Background: an optimization exercise with open tools, aiming at small area, a short achievable clock period and few clock cycles. Do not read the settings as production practice. In this exercise RTL edits were held to simulation tests only and were not proved equivalent to the original. No activity file was given, so power comes from the tool's default toggle rates.

==> design/flow/design.v <==
module fixed_partition_fit_allocator_unit (
   input  logic        clock,
   input  logic        reset,
   input  logic        csr_wr_en,
   input  logic [0:0]  csr_index,
   input  logic [4:0]  csr_wdata,
   input  logic        req_valid,
   output logic        req_stall,
   input  logic [20:0] req_payload,
   output logic        rsp_valid,
   input  logic        rsp_stall,
   output logic [20:0] rsp_payload
);
   localparam int N = 16;
   logic [1:0]      policy_q;           
   logic [4:0]      count_q;
   logic [3:0]      ptr_q;              
   logic [N-1:0]    start_q;            
   logic [N-1:0]    used_q;
   logic [15:0]     size_q [N];
   logic            v1_q, op1_q;
   logic [3:0]      idx1_q;
   logic [15:0]     w1_q;
   logic [N-1:0]    ge1_q;              
   logic [N-1:0]    le1_q;              
   logic            v2_q, gr2_q;
   logic [3:0]      idx2_q;
   logic [15:0]     a2_q, b2_q;
   logic            rsp_valid_q;
   logic [20:0]     rsp_q;
   logic freeze, accept;
   assign freeze    = rsp_valid_q & rsp_stall;
   assign req_stall = freeze;
   assign accept    = req_valid & ~freeze & ~reset;
   logic        in_op;
   logic [3:0]  in_idx;
   logic [15:0] in_w;
   assign in_op  = req_payload[20];
   assign in_idx = req_payload[19:16];
   assign in_w   = req_payload[15:0];
   logic pol_first, pol_best, pol_next, pol_worst;
   assign pol_first = (policy_q == 2'd0);
   assign pol_best  = (policy_q == 2'd1);
   assign pol_next  = (policy_q == 2'd2);
   assign pol_worst = (policy_q == 2'd3);
   logic [N-1:0] act;
   always_comb
      for (int i = 0; i < N; i++) act[i] = (count_q > 5'(i));
   logic [N-1:0] ge, le;
   always_comb
      for (int i = 0; i < N; i++) begin
         ge[i] = (size_q[i] >= in_w) & (act[i] | ~in_op);
         le[i] = (size_q[i] <= in_w);
      end
   logic [N-1:0] load_clr;
   always_comb
      for (int i = 0; i < N; i++)
         load_clr[i] = accept & ~in_op & (in_idx == 4'(i));
   always_ff @(posedge clock)
      for (int i = 0; i < N; i++)
         if (load_clr[i]) size_q[i] <= in_w;
   always_ff @(posedge clock) begin
      if (reset) v1_q <= 1'b0;
      else if (!freeze) v1_q <= accept;
   end
   always_ff @(posedge clock)
      if (!freeze) begin
         op1_q  <= in_op;
         idx1_q <= in_idx;
         w1_q   <= in_w;
         ge1_q  <= ge;
         le1_q  <= le;
      end
   logic [N-1:0] le_m [N];
   logic [N-1:0] ge_m [N];
   logic [N-1:0] ld2;
   logic         do_load2, do_req2;
   assign do_load2 = v1_q & ~op1_q & ~freeze;
   assign do_req2  = v1_q &  op1_q & ~freeze;
   always_comb
      for (int i = 0; i < N; i++) ld2[i] = do_load2 & (idx1_q == 4'(i));
   for (genvar i = 0; i < N; i++) begin : g_row
      for (genvar j = i + 1; j < N; j++) begin : g_col
         always_ff @(posedge clock) begin
            if (ld2[i]) begin
               le_m[i][j] <= ge1_q[j];
               ge_m[i][j] <= le1_q[j];
            end else if (ld2[j]) begin
               le_m[i][j] <= le1_q[i];
               ge_m[i][j] <= ge1_q[i];
            end
         end
      end
   end
   logic [N-1:0] fit;
   logic [N-1:0] beats [N];
   logic [N-1:0] win;
   logic         any_fit;
   assign fit     = ge1_q & ~used_q;
   assign any_fit = |fit;
   always_comb begin
      for (int i = 0; i < N; i++) beats[i] = '0;
      for (int i = 0; i < N; i++)
         for (int j = i + 1; j < N; j++) begin
            beats[i][j] = pol_first
                          | (pol_best  & le_m[i][j])
                          | (pol_worst & ge_m[i][j])
                          | (pol_next  & (start_q[i] | ~start_q[j]));
            beats[j][i] = ~beats[i][j];
         end
      for (int i = 0; i < N; i++) begin
         win[i] = fit[i];
         for (int j = 0; j < N; j++)
            if (j != i) win[i] = win[i] & (~fit[j] | beats[i][j]);
      end
   end
   logic [3:0]  win_idx;
   logic [15:0] win_size;
   logic [N-1:0] win_ge;                 
   always_comb begin
      win_idx  = '0;
      win_size = '0;
      for (int i = 0; i < N; i++) begin
         if (win[i]) win_idx = win_idx | 4'(i);
         win_size = win_size | (size_q[i] & {16{win[i]}});
      end
      win_ge[0] = win[0];
      for (int i = 1; i < N; i++) win_ge[i] = win_ge[i-1] | win[i];
   end
   always_ff @(posedge clock) begin
      if (reset) used_q <= '0;
      else used_q <= (used_q | (win & {N{do_req2}})) & ~load_clr;
   end
   logic [N-1:0] start_therm;
   always_comb
      for (int i = 0; i < N; i++) start_therm[i] = (4'(i) >= ptr_q);
   always_ff @(posedge clock) begin
      if (reset) begin
         policy_q <= 2'd0;
         count_q  <= 5'd16;
         ptr_q    <= 4'd0;
         start_q  <= '1;
      end else if (csr_wr_en) begin
         if (csr_index == 1'b0) policy_q <= csr_wdata[1:0];
         else begin
            count_q <= csr_wdata;
            start_q <= ({1'b0, ptr_q} < csr_wdata) ? start_therm : '1;
         end
      end else if (do_req2 && pol_next && any_fit) begin
         ptr_q   <= win_idx;
         start_q <= win_ge;
      end
   end
   always_ff @(posedge clock) begin
      if (reset) v2_q <= 1'b0;
      else if (!freeze) v2_q <= v1_q;
   end
   always_ff @(posedge clock)
      if (!freeze) begin
         gr2_q  <= op1_q ? any_fit : 1'b1;
         idx2_q <= op1_q ? win_idx : idx1_q;
         a2_q   <= op1_q ? win_size : w1_q;
         b2_q   <= op1_q ? w1_q : 16'd0;
      end
   always_ff @(posedge clock) begin
      if (reset) rsp_valid_q <= 1'b0;
      else if (!freeze) rsp_valid_q <= v2_q;
   end
   always_ff @(posedge clock)
      if (!freeze) rsp_q <= gr2_q ? {1'b1, idx2_q, a2_q - b2_q} : 21'd0;
   assign rsp_valid   = rsp_valid_q;
   assign rsp_payload = rsp_q;
endmodule
==> design/flow/run.sh <==
#!/bin/bash
# synth_recipe.tcl (not shown) runs the flow's synth.tcl, then flattens the netlist and writes it again
# the make line also repeats each setting of config.mk as NAME=value (left out here)
make -C /OpenROAD-flow-scripts/flow DESIGN_CONFIG=/design/flow/config.mk WORK_HOME=/design/flow/orfs CLKGATE_MAP_FILE= SYNTH_SCRIPT=/design/flow/synth_recipe.tcl finish
==> design/flow/config.mk <==
export PLATFORM = sky130hd
export DESIGN_NAME = fixed_partition_fit_allocator_unit
export DESIGN_NICKNAME = fixed_partition_fit_allocator_unit
export VERILOG_FILES = /design/flow/design.v
export SDC_FILE = /design/flow/constraint.sdc
export NUM_CORES = 4
export LEC_CHECK = 0
export CAP_MARGIN = 20
export CORE_MARGIN = 2
export CORE_UTILIZATION = 40
export PLACE_DENSITY = 0.6
export SETUP_SLACK_MARGIN = 2.0
export SLEW_MARGIN = 20
==> design/flow/constraint.sdc <==
create_clock -name core_clock -period 5.0 [get_ports {clock}]
set_input_delay 1.0000 -clock core_clock [delete_from_list [all_inputs] [get_ports {clock}]]
set_output_delay 1.0000 -clock core_clock [all_outputs]
set_load 0.01 [all_outputs]
==> results of run 1 <==
stage by stage:
| step | hold slack [ns] | instance area [sq um] | cells | worst slack (ns) | utilization, % |
|---|---|---|---|---|---|
| after floorplan | 0.437 | 38600 | 3595 | 1.75 | - |
| after global placement | 0.455 | 41200 | 4855 | 0.520 | 43.4 |
| after detailed placement | 0.453 | 41200 | 4855 | 0.544 | 43.4 |
| after CTS | 0.460 | 46200 | 5113 | 1.56 | 48.7 |
| after global routing | 0.476 | 48300 | 5211 | 1.48 | 50.9 |
| final | 0.462 | 48300 | 5214 | 1.46 | 50.9 |
worst max-delay path: cells and delay by family, from the launching register on:
kind	cells	cell delay, ns
and+or+nand+nor	6	1.64
DFF	1	0.52
buffers and inverters	1	0.18
AOI/OAI and AO/OA	3	0.90
cells in the final DEF, fill, tap and decap left out, drive strengths merged, types with 23 or more instances in the layout:
master | synthesis | final
a31oi | 27 | 27
a22oi | 75 | 75
a222oi | 31 | 31
nor3b | 23 | 23
clkinv | 0 | 26
edfxtp | 607 | 607
nand2b | 72 | 72
o21a | 104 | 104
nor2b | 104 | 104
nand2 | 419 | 420
nor2 | 158 | 158
clkbuf | 167 | 113
o221ai | 27 | 27
o22ai | 30 | 30
o211ai | 38 | 38
ha | 274 | 274
and2 | 41 | 41
buf | 103 | 413
nand4 | 56 | 56
o21ai | 129 | 129
a21o | 177 | 177
mux2i | 68 | 68
nor3 | 91 | 91
a21oi | 236 | 236
clkdlybuf4s50 | 0 | 44
nand3 | 76 | 76
dfxtp | 46 | 46
nor4 | 35 | 35
inv | 90 | 77
power by group through the flow:
stage	logic [uW]	registers [uW]	clock network, uW
finish	3020	6370	5460
floorplan	1270	6400	0
global placement	2330	6490	0
CTS	2650	6360	5480
global route	3100	6370	5690
detailed placement	2340	6500	0
final timing paths:
check | endpoint | slack [ns] | cells past startpoint
worst min register to register | v2_q$_SDFFE_PP0N_ | 0.46 | 2
worst max-delay path | idx2_q[0]$_DFFE_PN_ | 1.46 | 10
worst max register to register | idx2_q[0]$_DFFE_PN_ | 1.46 | 10
worst min-delay path | v2_q$_SDFFE_PP0N_ | 0.46 | 2
cell type report:
type,instances,area (sq um)
timing repair inverter,1,8.76
antenna,4,10.0
fill,8414,46500
inverter,90,410
clock buffer,92,2000
sequential,653,19200
multi-input combinational,2583,19400
clock inverter,38,332
tap,1265,1580
timing repair buffer,488,5380
sequential cells by signal (all words and copies together), names as in the netlist, 2 cells and up:
| name | flops |
|---|---|
| size_q | 256 |
| start_q | 16 |
| w1_q | 16 |
| rsp_q | 21 |
| used_q | 16 |
| le1_q | 16 |
| idx1_q | 4 |
| ge_m | 120 |
| ge1_q | 16 |
| idx2_q | 4 |
| b2_q | 16 |
| ptr_q | 4 |
| le_m | 120 |
| a2_q | 16 |
| policy_q | 2 |
| count_q | 5 |
layer usage:
| metal | up-vias | global-route usage (%) | wire length, um |
|---|---|---|---|
| li1 | 14300 | - | - |
| met1 | 16700 | 43.2 | 63800 |
| met2 | 2579 | 52.0 | 75400 |
| met3 | 748 | 7.95 | 20800 |
| met4 | 10 | 20.8 | 14100 |
| met5 | - | 0 | 67 |
timing repair:
item / 4_1_cts / 5_1_grt
pin swaps: 54 / 87
setup buffers: 116 / 76
gates cloned: 12 / 21
gates resized for setup: 295 / 243
setup endpoints to repair: 463 / 203
logic make-up (layout without fill, tap and decap cells):
group	after synthesis	after routing	synth area share, %
and+or+nand+nor	1174	1175	15.5
adders and majority gates	275	275	9.01
buffers and inverters	360	709	4.32
DFF	653	653	50.0
AOI/OAI and AO/OA	1055	1055	19.1
other	0	4	0
muxes	73	73	1.93
xor gates and xnor gates	5	5	0.114
==> run_results.csv, run 1 <==
group,metric,value,unit
pwr,clkPwrFrac,36.8,%
route,vias_per_cell,6.59,
logic_synthesis,async_flop_share,0,%
cts,clockBufferDepth,3,
floorplanning,die_w,313,um
status,status,"timing/DRC/antenna clean",
logic_synthesis,yosysWarningCount,5,
logic_synthesis,synth_area_leaders,"edfxtp_1 (48%), ha_1 (9.0%), nand2_1 (4.1%)",
critical_path,crit_type,"register to register",
logic_synthesis,synth-seq-cells,653,
sta,relSlewSlack,19.8,%
critical_path,startpoint,"ge1_q[1]$_DFFE_PN_",
cts,holdBufCountCts,0,
logic_synthesis,synth_fp_nets,3902,
cts,cts.htree.levels,3,
logic_synthesis,synth_top_cells_by_count,"edfxtp_1 (607), nand2_1 (419), ha_1 (274)",
sta,setup_viol,0,
floorplanning,start_util,40.3,%
pwr,p_total,14900,uW
cts,cts_buffers,75,
logic_synthesis,seq_area_frac_synth,50.0,%
pwr,switching_share,29.4,%
cells_and_area,syn_to_final_growth,26.2,%
global_route,grt_pass1_vias,31900,
critical_path,slowest_stage,"edfxtp_1",
logic_synthesis,netlist_area,38300,sq um
critical_path,critPathLaunchType,"register",
pwr,p_leak,0.0188,uW
sta,clock_skew,0.0283,ns
route,vias,34400,
floorplanning,die_area,98200,sq um
hold_path,min_from,"v2_q$_SDFFE_PP0N_",
sta,worst_slew_pin_slew,1.20,ns
cts,tritoncts,"yes",
route,firstDrtPassIters,9,
pwr,comb_power_share,20.3,%
global_route,grt_start_max_net_pins,63,
floorplanning,die_h,313,um
logic_synthesis,synth_edf_count,607,
critical_path,end_kind,"register",
pwr,power_density,307,nW/um^2
cells_and_area,final_nets,4199,
pwr,p_seq_share,42.9,%
sta,final-hold-violation-count,0,
global_route,grt_usage,33.8,%
critical_path,crit_arrival,3.89,ns
logic_synthesis,syn_inst,3595,
place,dpl.hpwl,117000,um
critical_path,r2r-start,"ge1_q[1]$_DFFE_PN_",
cts,cts_root_buffer,"clkbuf_16",
global_route,overflow,0,
logic_synthesis,yosysUniqueCellTypes,94,
cts,cts_sinks,653,
pwr,p_int,10500,uW
sta,finalCritPeriodShare,70.8,%
cells_and_area,drive_above_1_share,23.1,%
logic_synthesis,synthMostInstantiatedCell,"edfxtp_1",
route,finalWirelength,174000,um
cts,clk_latency,0.65,ns
pwr,switchingPower,4370,uW
place,routabilityCongestion,1.06,
sta,fin_crit,3.54,ns
route,drc,0,
critical_path,cp_cell_sequence,"nand2b_1 > a21oi_2 > nor4_1 > o22ai_1 > nor4b_4 > and2_4 > or4_1 > nor4b_2 > buf_4 > a21oi_1",
sta,setup-tns-final,0,ns
place,port_buffers,54,
pwr,ir_drop,0.000271,V
logic_synthesis,ys.flop_type,"edfxtp_1",
run,maxCapViolations,0,
global_route,grt_antenna_before_repair,7,
cts,clk_pin_slew,0.06,ns
hold_path,hp-class,"register to register",
floorplanning,core_region_area,94900,sq um
logic_synthesis,synth_area_per_cell,10.6,sq um
route,post_drt_wl_per_cell,33.4,um
floorplanning,boundaryPins,55,
floorplanning,num_rows,113,
logic_synthesis,yosys.area.top_type,"edfxtp_1",
global_route,grt_pass1_wl,238000,um
critical_path,worst_ep_required_time,5.35,ns
sta,timing.final.max_slew_violations,0,
route,ant_nets,0,
sta,rsz0062_at_grt,"yes",
critical_path,cp_max_fo,10,
logic_synthesis,synth_top_cell_area_share,47.6,%
critical_path,critical_path.max_stage_delay,0.52,ns
sta,fmax,0.282,GHz
route,drtIter0Drc,5217,
Testbench counts, summed over its fixed seeds: cycles 5,056.
==> run 2, diff against run 1 <==
--- a/design/flow/config.mk
+++ b/design/flow/config.mk
@@ -9,5 +9,4 @@
 export CORE_MARGIN = 2
 export CORE_UTILIZATION = 40
 export PLACE_DENSITY = 0.6
-export SETUP_SLACK_MARGIN = 2.0
 export SLEW_MARGIN = 20
==> run 2 against run 1 <==
Synthesized area unchanged. Sequential share of layout area up 4.2 points. Global-route usage down 1.3 points. Sequential cell count unchanged. Worst setup slack worse by 1.0 ns. Clock skew up 0.0092 ns. Wire length down 6.5%. Cell area down 9.6%. Combinational power down 19%. Power down 2.7%. First-iteration DRC count down 15%. Sequential power about the same. Largest power group unchanged.
==> run_results.csv, run 2 <==
group,metric,value,unit
route,firstDrtPassIters,12,
route,ant_nets,0,
logic_synthesis,synth_top_family_by_area,"compound AO/OA/AOI/OAI gates",
logic_synthesis,synth_edf_count,607,
global_route,grt_pass1_wl,229000,um
route,drtIter0Drc,4419,
sta,rsz0062_at_grt,"no",
place,dpl.hpwl,117000,um
floorplanning,die_w,313,um
sta,final-hold-violation-count,0,
cells_and_area,drive_above_1_share,11.4,%
route,vias_per_cell,6.51,
pwr,ir_drop,0.000276,V
floorplanning,boundaryPins,55,
sta,fmax,0.220,GHz
cells_and_area,multi_input_area,17600,sq um
critical_path,worst_ep_required_time,5.47,ns
critical_path,crit_arrival,5.02,ns
critical_path,end_kind,"register",
cts,tritoncts,"yes",
sta,fin_crit,4.55,ns
cells_and_area,num-fill-cells,8843,
cts,clk_pin_slew,0.06,ns
cells_and_area,fin_cells,5007,
route,met2WireLength,71000,um
global_route,grt_pass1_vias,31100,
cells_and_area,final_nets,3991,
global_route,grt_usage,32.5,%
critical_path,cp_common_cell,"nor3_1",
route,vias,32600,
run,maxCapViolations,0,
logic_synthesis,syn_inst,3595,
cts,cts.htree.levels,3,
route,top_layer,"met5",
floorplanning,core_region_area,94900,sq um
critical_path,critical_path.max_stage_delay,0.99,ns
logic_synthesis,synth-seq-cells,653,
logic_synthesis,synthMuxAreaShare,1.93,%
cts,clockBufferDepth,3,
logic_synthesis,synth_area_leaders,"edfxtp_1 (48%), ha_1 (9.0%), nand2_1 (4.1%)",
cells_and_area,final_cell_mix,"edfxtp_1 (607), nand2_1 (418), ha_1 (274), a21oi_1 (235), buf_4 (207)",
cts,cts_buffers,75,
sta,setup_viol,0,
logic_synthesis,synth_fa_ha_area_share,9.01,%
place,routabilityCongestion,1.08,
logic_synthesis,synth_top_cells_by_count,"edfxtp_1 (607), nand2_1 (419), ha_1 (274)",
cts,cts_sinks,653,
sta,finalCritPeriodShare,90.9,%
floorplanning,num_rows,113,
logic_synthesis,async_flop_share,0,%
route,met1_length,61400,um
cts,cts_root_buffer,"clkbuf_16",
cells_and_area,syn_to_final_growth,14.1,%
place,port_buffers,54,
cells_and_area,layout_commonest_cell,"edfxtp_1",
floorplanning,die_h,313,um
cts,cts.repair.resized,0,
logic_synthesis,ys.flop_type,"edfxtp_1",
place,place_inst,4872,
logic_synthesis,synth_compound_area_share,19.1,%
cts,post-cts-setup-buffers,0,
logic_synthesis,yosysUniqueCellTypes,94,
logic_synthesis,synthMostInstantiatedCell,"edfxtp_1",
logic_synthesis,yosys.area_share.xor_xnor,0.114,%
critical_path,crit_type,"register to register",
global_route,grt_antenna_before_repair,8,
logic_synthesis,synth_fp_nets,3902,
cts,clk_latency,0.68,ns
sta,relSlewSlack,16.5,%
hold_path,hp-class,"register to register",
logic_synthesis,synth-simple-area-share,15.5,%
logic_synthesis,synth_top_cell_area_share,47.6,%
sta,clock_skew,0.0375,ns
route,met3WireLength,16800,um
logic_synthesis,yosys.area.top_type,"edfxtp_1",
logic_synthesis,netlist_area,38300,sq um
pwr,p_leak,0.0170,uW
sta,timing.final.max_slew_violations,0,
critical_path,critPathLaunchType,"register",
cells_and_area,largest_reg_flops,256,
cells_and_area,reg_top3,"size_q x256, ge_m x120, le_m x120",
pwr,power_density,331,nW/um^2
sta,setup-tns-final,0,ns
critical_path,cp_max_fo,40,
global_route,grt_start_max_net_pins,67,
floorplanning,die_area,98200,sq um
status,status,"timing/DRC/antenna clean",
cells_and_area,utilization,46.0,%
critical_path,cp_cell_sequence,"nand2b_1 > o221a_2 > nor3_1 > a2111oi_0 > o2111ai_1 > nor3_2 > buf_12 > a22o_1 > nor3_1 > a31oi_1",
route,drc,0,
logic_synthesis,yosysWarningCount,5,
critical_path,slowest_stage,"nand2b_1",
cells_and_area,top_register,"size_q",
logic_synthesis,seq_area_frac_synth,50.0,%
cells_and_area,regArea,19200,sq um
logic_synthesis,synth_area_per_cell,10.6,sq um
global_route,overflow,0,
route,post_drt_wl_per_cell,32.5,um
route,finalWirelength,163000,um
sta,worst_slew_pin_slew,1.25,ns
floorplanning,start_util,40.3,%
cts,holdBufCountCts,0,
run 2: report_power, final:
| group | switching, uW | internal [uW] |
|---|---|---|
| Sequential | 173 | 6200 |
| Combinational | 1580 | 857 |
| Clock | 2430 | 3220 |
| Total | 4180 | 10300 |
run 2: layout make-up:
cell class | count | share of cell area, %
clock inverter | 45 | 1.17
timing repair buffer | 282 | 5.75
clock buffer | 88 | 4.43
multi-input combinational | 2582 | 40.4
inverter | 90 | 0.779
antenna | 2 | 0.0115
sequential | 653 | 43.9
tap | 1265 | 3.62
run 2: kinds of logic after synthesis:
logic type,Yosys count
flops,653
fa+ha+maj,275
xor+xnor,5
mux,73
simple gates,1174
compound gates,1055
buf+inv,360
run 2: metrics by stage:
stage	hold WS, ns	cell area (sq um)	setup slack, ns	total power, uW
floorplan	0.437	38300	0.258	7660
global placement	0.445	41200	0.340	8810
detailed placement	0.454	41200	0.388	8820
CTS	0.462	43700	0.739	14400
global route	0.486	43700	0.556	14800
finish	0.459	43700	0.453	14500
run 2: final timing paths:
| kind | slack [ns] | cells past startpoint | endpoint | start |
|---|---|---|---|---|
| setup / recovery | 0.45 | 10 | a2_q[12]$_DFFE_PN_ | policy_q[0]$_SDFFE_PP0P_ |
| hold / removal | 0.46 | 2 | v2_q$_SDFFE_PP0N_ | v2_q$_SDFFE_PP0N_ |
| setup reg to reg | 0.45 | 10 | a2_q[12]$_DFFE_PN_ | policy_q[0]$_SDFFE_PP0P_ |
| hold reg to reg | 0.46 | 2 | v2_q$_SDFFE_PP0N_ | v2_q$_SDFFE_PP0N_ |
run 2: worst max-delay path: cells and delay by family, from the launching register on:
kind            cells  cell delay [ns]
buf+inv             1             0.24
flops               1             0.72
compound gates      5             1.84
simple gates        4             1.52
run 2: routing by layer:
layer	vias to the layer above	global-route usage (%)
li1	13900	-
met1	16000	41.7
met2	2184	49.4
met3	576	6.39
met4	2	23.2
met5	-	0

## what the ideal ports hide
The flow's constraints put no driver on any port. The routed layouts listed below were extracted and timed again, unchanged, in two steps. Step 1 (the two cells are an assumption about what drives the block):
set clk [get_ports {clock}]
set_driving_cell -lib_cell sky130_fd_sc_hd__clkbuf_16 $clk
set_driving_cell -lib_cell sky130_fd_sc_hd__buf_2 [delete_from_list [all_inputs] $clk]
Step 2 times the ports against the registers' clock, not the clock port: input delays grow and output delays shrink by t, the midpoint of the rising clock arrivals with the driver on. a / b / c = ideal / step 1 / step 2; a / b = the first two.
run	t, ns	setup WS [ns]	hold slack, ns	worst register clock-pin slew, ns	cell pins on the clock port's net
run 1	0.705	1.459 / 1.459 / 1.166	0.462 / 0.462 / 0.462	0.07 / 0.07	1
run 2	0.725	0.453 / 0.453 / 0.354	0.459 / 0.459 / 0.459	0.07 / 0.07	1
After both steps every run listed still meets setup and hold. The setup slack of run 1, which loses most, moves by 0.000 ns with the drivers and by -0.293 ns with both steps.
